Context: an optimization exercise on an open-source flow, tuned for small area, a short achievable clock period and few clock cycles. The choices shown serve that exercise and are no tape-out recipe. No activity file was given, so power comes from the tool's default toggle rates.

run A:
==> flow/design.v <==
package mrhm_pkg;
   localparam int COUNT_BITS = 32;
   localparam int DEBOUNCE_BITS = 10;
   localparam int TIMEOUT_BITS  = 32;
   localparam int SECONDS_BITS  = 32;
   localparam int TICKS_BITS    = 32;
   localparam int CSR_DATA_BITS = 32;
   localparam logic [DEBOUNCE_BITS-1:0] DEBOUNCE_RESET = 10'd50;
   localparam logic [TIMEOUT_BITS-1:0]  TIMEOUT_RESET  = 32'd60000;
   typedef enum logic [0:0] {
      CSR_DEBOUNCE = 1'b0,
      CSR_TIMEOUT  = 1'b1
   } csr_index_type;
   typedef enum logic [1:0] {
      MODE_IDLE  = 2'd0,
      MODE_RUN   = 2'd1,
      MODE_PAUSE = 2'd2
   } mode_type;
   typedef enum logic [2:0] {
      EV_NONE   = 3'd0,
      EV_START  = 3'd1,
      EV_PAUSE  = 3'd2,
      EV_RESUME = 3'd3,
      EV_FINISH = 3'd4
   } event_type;
   typedef struct packed {
      logic [DEBOUNCE_BITS-1:0] debounce_ticks;
      logic [TIMEOUT_BITS-1:0]  timeout_ticks;
   } cfg_type;
   typedef struct packed {
      logic                     qualified_level;
      logic [DEBOUNCE_BITS-1:0] stable_count;
      mode_type                 run_mode;
      logic [COUNT_BITS-1:0]    elapsed;
      logic [COUNT_BITS-1:0]    on_total;
      logic [COUNT_BITS-1:0]    off_total;
      logic [SECONDS_BITS-1:0]  start_stamp;
      logic [SECONDS_BITS-1:0]  end_stamp;
   } meter_state_type;
endpackage
module mrhm_step
(
   input  logic                                       cur_run,
   input  logic                                       cur_pause,
   input  logic [mrhm_pkg::DEBOUNCE_BITS-1:0]         cur_stable,
   input  logic [mrhm_pkg::COUNT_BITS-1:0]            cur_elapsed1,
   input  logic [mrhm_pkg::TICKS_BITS-1:0]            cur_on,
   input  logic [mrhm_pkg::TICKS_BITS-1:0]            cur_off,
   input  logic [mrhm_pkg::SECONDS_BITS-1:0]          cur_start,
   input  logic [mrhm_pkg::SECONDS_BITS-1:0]          cur_end,
   input  mrhm_pkg::cfg_type                          cfg,
   input  logic                                       raw_level,
   input  logic [mrhm_pkg::SECONDS_BITS-1:0]          wall_seconds,
   output logic                                       nxt_run,
   output logic                                       nxt_pause,
   output logic [mrhm_pkg::DEBOUNCE_BITS-1:0]         nxt_stable,
   output logic [mrhm_pkg::COUNT_BITS-1:0]            nxt_elapsed1,
   output logic [mrhm_pkg::TICKS_BITS-1:0]            nxt_on,
   output logic [mrhm_pkg::TICKS_BITS-1:0]            nxt_off,
   output logic [mrhm_pkg::SECONDS_BITS-1:0]          nxt_start,
   output logic [mrhm_pkg::SECONDS_BITS-1:0]          nxt_end,
   output mrhm_pkg::event_type                        tick_event
);
   logic                            cur_idle;
   logic                            differs, stable_ge, flip, timed_out;
   logic                            ev_start, ev_pause, ev_resume, ev_finish;
   logic [mrhm_pkg::TICKS_BITS-1:0] addend, sum;
   assign cur_idle  = !cur_run && !cur_pause;
   assign differs   = raw_level ^ cur_run;
   assign stable_ge = cur_stable >= cfg.debounce_ticks;
   assign flip      = differs && stable_ge;
   assign nxt_stable = (differs && !stable_ge) ? cur_stable + 1'b1 : '0;
   assign timed_out = cur_elapsed1 >= cfg.timeout_ticks;
   assign ev_start  = cur_idle  && flip;
   assign ev_pause  = cur_run   && flip;
   assign ev_resume = cur_pause && flip;
   assign ev_finish = cur_pause && !flip && timed_out;
   assign nxt_run   = cur_run ^ flip;
   assign nxt_pause = ev_pause || (cur_pause && !flip && !timed_out);
   assign nxt_elapsed1 = (flip) ? mrhm_pkg::COUNT_BITS'(1)
                        : (&cur_elapsed1) ? cur_elapsed1 : cur_elapsed1 + 1'b1;
   assign addend = ({mrhm_pkg::TICKS_BITS{cur_run}} & cur_on)
                 | ({mrhm_pkg::TICKS_BITS{cur_pause}} & cur_off);
   assign sum    = addend + cur_elapsed1;
   assign nxt_on    = ev_start ? '0 : ev_pause  ? sum : cur_on;
   assign nxt_off   = ev_start ? '0 : ev_resume ? sum : cur_off;
   assign nxt_start = ev_start ? wall_seconds : cur_start;
   assign nxt_end   = ev_pause ? wall_seconds : cur_end;
   assign tick_event = mrhm_pkg::event_type'({ev_finish, ev_pause | ev_resume,
                                              ev_start | ev_resume});
endmodule
module machine_run_hour_meter
(
   input  logic         clock,
   input  logic         reset,
   input  logic         req_tvalid,
   output logic         req_tready,
   input  logic [39:0]  req_tdata,    
   output logic         rsp_tvalid,
   input  logic         rsp_tready,
   output logic [135:0] rsp_tdata,
   input  logic                               csr_we,
   input  mrhm_pkg::csr_index_type            csr_index,
   input  logic [mrhm_pkg::CSR_DATA_BITS-1:0] csr_wdata
);
   mrhm_pkg::cfg_type                 cfg_ff;
   logic                              run_ff, pause_ff;
   logic [mrhm_pkg::DEBOUNCE_BITS-1:0] stable_ff;
   logic [mrhm_pkg::COUNT_BITS-1:0]   elapsed1_ff;
   logic [mrhm_pkg::TICKS_BITS-1:0]   on_ff, off_ff;
   logic [mrhm_pkg::SECONDS_BITS-1:0] start_ff, end_ff;
   mrhm_pkg::event_type               event_ff;
   logic                              rsp_valid_ff;
   logic                              nxt_run, nxt_pause;
   logic [mrhm_pkg::DEBOUNCE_BITS-1:0] nxt_stable;
   logic [mrhm_pkg::COUNT_BITS-1:0]   nxt_elapsed1;
   logic [mrhm_pkg::TICKS_BITS-1:0]   nxt_on, nxt_off;
   logic [mrhm_pkg::SECONDS_BITS-1:0] nxt_start, nxt_end;
   mrhm_pkg::event_type               tick_event;
   logic                              req_accept;
   assign req_tready = !rsp_valid_ff || rsp_tready;
   assign req_accept = req_tvalid && req_tready;
   always_ff @(posedge clock) begin
      if (reset) begin
         cfg_ff.debounce_ticks <= mrhm_pkg::DEBOUNCE_RESET;
         cfg_ff.timeout_ticks  <= mrhm_pkg::TIMEOUT_RESET;
      end else if (csr_we) begin
         if (csr_index == mrhm_pkg::CSR_DEBOUNCE)
            cfg_ff.debounce_ticks <= csr_wdata[mrhm_pkg::DEBOUNCE_BITS-1:0];
         else
            cfg_ff.timeout_ticks  <= csr_wdata[mrhm_pkg::TIMEOUT_BITS-1:0];
      end
   end
   mrhm_step u_step (
      .cur_run      (run_ff),
      .cur_pause    (pause_ff),
      .cur_stable   (stable_ff),
      .cur_elapsed1 (elapsed1_ff),
      .cur_on       (on_ff),
      .cur_off      (off_ff),
      .cur_start    (start_ff),
      .cur_end      (end_ff),
      .cfg          (cfg_ff),
      .raw_level    (req_tdata[0] | req_tdata[1]),
      .wall_seconds (req_tdata[33:2]),
      .nxt_run      (nxt_run),
      .nxt_pause    (nxt_pause),
      .nxt_stable   (nxt_stable),
      .nxt_elapsed1 (nxt_elapsed1),
      .nxt_on       (nxt_on),
      .nxt_off      (nxt_off),
      .nxt_start    (nxt_start),
      .nxt_end      (nxt_end),
      .tick_event   (tick_event)
   );
   always_ff @(posedge clock) begin
      if (reset) begin
         run_ff      <= 1'b0;
         pause_ff    <= 1'b0;
         stable_ff   <= '0;
         elapsed1_ff <= mrhm_pkg::COUNT_BITS'(1);
         on_ff       <= '0;
         off_ff      <= '0;
         start_ff    <= '0;
         end_ff      <= '0;
      end else if (req_accept) begin
         run_ff      <= nxt_run;
         pause_ff    <= nxt_pause;
         stable_ff   <= nxt_stable;
         elapsed1_ff <= nxt_elapsed1;
         on_ff       <= nxt_on;
         off_ff      <= nxt_off;
         start_ff    <= nxt_start;
         end_ff      <= nxt_end;
      end
   end
   always_ff @(posedge clock) begin
      if (req_accept) begin
         event_ff <= tick_event;
      end
   end
   always_ff @(posedge clock) begin
      if (reset) begin
         rsp_valid_ff <= 1'b0;
      end else if (req_accept) begin
         rsp_valid_ff <= 1'b1;
      end else if (rsp_tready) begin
         rsp_valid_ff <= 1'b0;
      end
   end
   assign rsp_tvalid = rsp_valid_ff;
   assign rsp_tdata  = {3'b000, end_ff, start_ff, off_ff, on_ff,
                        pause_ff, run_ff, event_ff};
endmodule
==> flow/config.mk <==
export PLATFORM = sky130hd
export DESIGN_NAME = machine_run_hour_meter
export DESIGN_NICKNAME = machine_run_hour_meter
export VERILOG_FILES = /design/flow/design.v
export SDC_FILE = /design/flow/constraint.sdc
export NUM_CORES = 4
export LEC_CHECK = 0
export CAP_MARGIN = 20
export CORE_MARGIN = 2
export CORE_UTILIZATION = 40
export SETUP_SLACK_MARGIN = 2.0
export SLEW_MARGIN = 20
==> flow/constraint.sdc <==
create_clock -name core_clock -period 5.0 [get_ports {clock}]
set_input_delay 1.0000 -clock core_clock [delete_from_list [all_inputs] [get_ports {clock}]]
set_output_delay 1.0000 -clock core_clock [all_outputs]
set_load 0.01 [all_outputs]
run.sh (not shown) runs the stock make flow with config.mk's settings and CLKGATE_MAP_FILE= SYNTH_SCRIPT=/design/flow/synth_recipe.tcl, a recipe that flattens the netlist after the stock synthesis.
Setup changes, run A to run B
# run A
export LEC_CHECK = 0
export CAP_MARGIN = 20
export CORE_MARGIN = 2
export CORE_UTILIZATION = 40
export SETUP_SLACK_MARGIN = 2.0
export SLEW_MARGIN = 20
create_clock -name core_clock -period 5.0 [get_ports {clock}]
# run B
export LEC_CHECK = 0
export CAP_MARGIN = 20
export CORE_MARGIN = 2
export CORE_UTILIZATION = 60
export CTS_BUF_LIST = sky130_fd_sc_hd__clkbuf_4 sky130_fd_sc_hd__clkbuf_8
export SETUP_SLACK_MARGIN = 2.5
export SLEW_MARGIN = 20
create_clock -name core_clock -period 5.0 [get_ports {clock}]
==> flow/flow/run.sh (new file) <==
#!/bin/bash
export BUFFER_PORTS_ARGS="-buffer_cell sky130_fd_sc_hd__buf_1"
bash standard.sh finish > standard.log 2>&1
==> flow/standard.sh (new file) <==
#!/bin/bash
# synth_recipe.tcl (not shown) runs the flow's synth.tcl, then flattens the netlist and writes it again
# the make line also repeats each setting of config.mk as NAME=value (left out here)
make -C /OpenROAD-flow-scripts/flow DESIGN_CONFIG=/design/flow/config.mk WORK_HOME=/design/flow/orfs CLKGATE_MAP_FILE= SYNTH_SCRIPT=/design/flow/synth_recipe.tcl "${@:-finish}"
removed: flow/run.sh
### Flow results
Run B: core utilization is 31 points higher than what run A reported.
Cmp run B and run A / met1 routed wirelength after detailed routing / lower: run A
Between run B and run A, it is run B whose final setup slack of the worst path is lower, by 0.17 ns.
Of run B and run A, the lower total wire length after detailed routing belongs to run A.
Between run B and run A, the worst path required time does not differ in any meaningful way.
Going from run A to run B, total chip power now larger; setup total negative slack comparable.
Going from run A to run B, final design area excluding fillers increased by 470 um2 relative to the old numbers, non-clock buffer count now sits higher.
> inputs changed (run B -> run C)
# run B
export LEC_CHECK = 0
export CAP_MARGIN = 20
export CORE_MARGIN = 2
export CORE_UTILIZATION = 60
export CTS_BUF_LIST = sky130_fd_sc_hd__clkbuf_4 sky130_fd_sc_hd__clkbuf_8
export SETUP_SLACK_MARGIN = 2.5
export SLEW_MARGIN = 20
create_clock -name core_clock -period 5.0 [get_ports {clock}]
# run C
export LEC_CHECK = 0
export CAP_MARGIN = 20
export CORE_MARGIN = 2
export CORE_UTILIZATION = 40
export SETUP_SLACK_MARGIN = 2.5
export SLEW_MARGIN = 20
create_clock -name core_clock -period 5.0 [get_ports {clock}]
- Run C: signed area change from the synthesized netlist to the final layout is 7.3 points lower than what run B reported.
- The fraction of power consumed by combinational cells number comes out lower for run C vs run B.
- Run C — first-iteration DRC count 49% lower, run B as reference
- | flop-to-flop setup slack | run C vs run B | better |
- Summary of run C over run B: wire length of the first global-routing pass decreased by about 4% relative to the old numbers; total global-route track usage decreased by 12 points relative to the old numbers.
- Run B: no failed stages, no open violations at the end
- Every stage of the flow completed for run C, and the final layout passed the timing, design-rule and antenna checks.
Function was not checked in any run of this note: the RTL went through the layout flow alone.

## afterwards: timing with drivers on the ports
No port has a modelled driver above. Below, the same layouts with a new extraction and two added sets of constraints.
Step 1 assumes that a clkbuf_16 drives the clock port and a buf_2 every other input.
Step 2 also shifts input and output timing later by t, the mid clock arrival at the registers, as if the neighbouring blocks saw the same clock.
Slacks: ideal / step 1 / step 2; pairs: ideal / step 1.
run	t, ns	slack for setup (ns)	latest minus earliest clock arrival (ns)	worst slew at a driven data input, ns	cell pins on the clock port's net
run A	0.577	1.829 / 1.829 / 1.572	0.017 / 0.017	0.06	1
run B	0.617	1.659 / 1.659 / 1.538	0.025 / 0.025	0.07	1
run C	0.581	1.875 / 1.875 / 1.658	0.007 / 0.007	0.05	1
After both steps every run listed still meets setup and hold. For run A, which loses most, drivers alone change the setup slack by 0.000 ns; drivers and shift together by -0.257 ns.
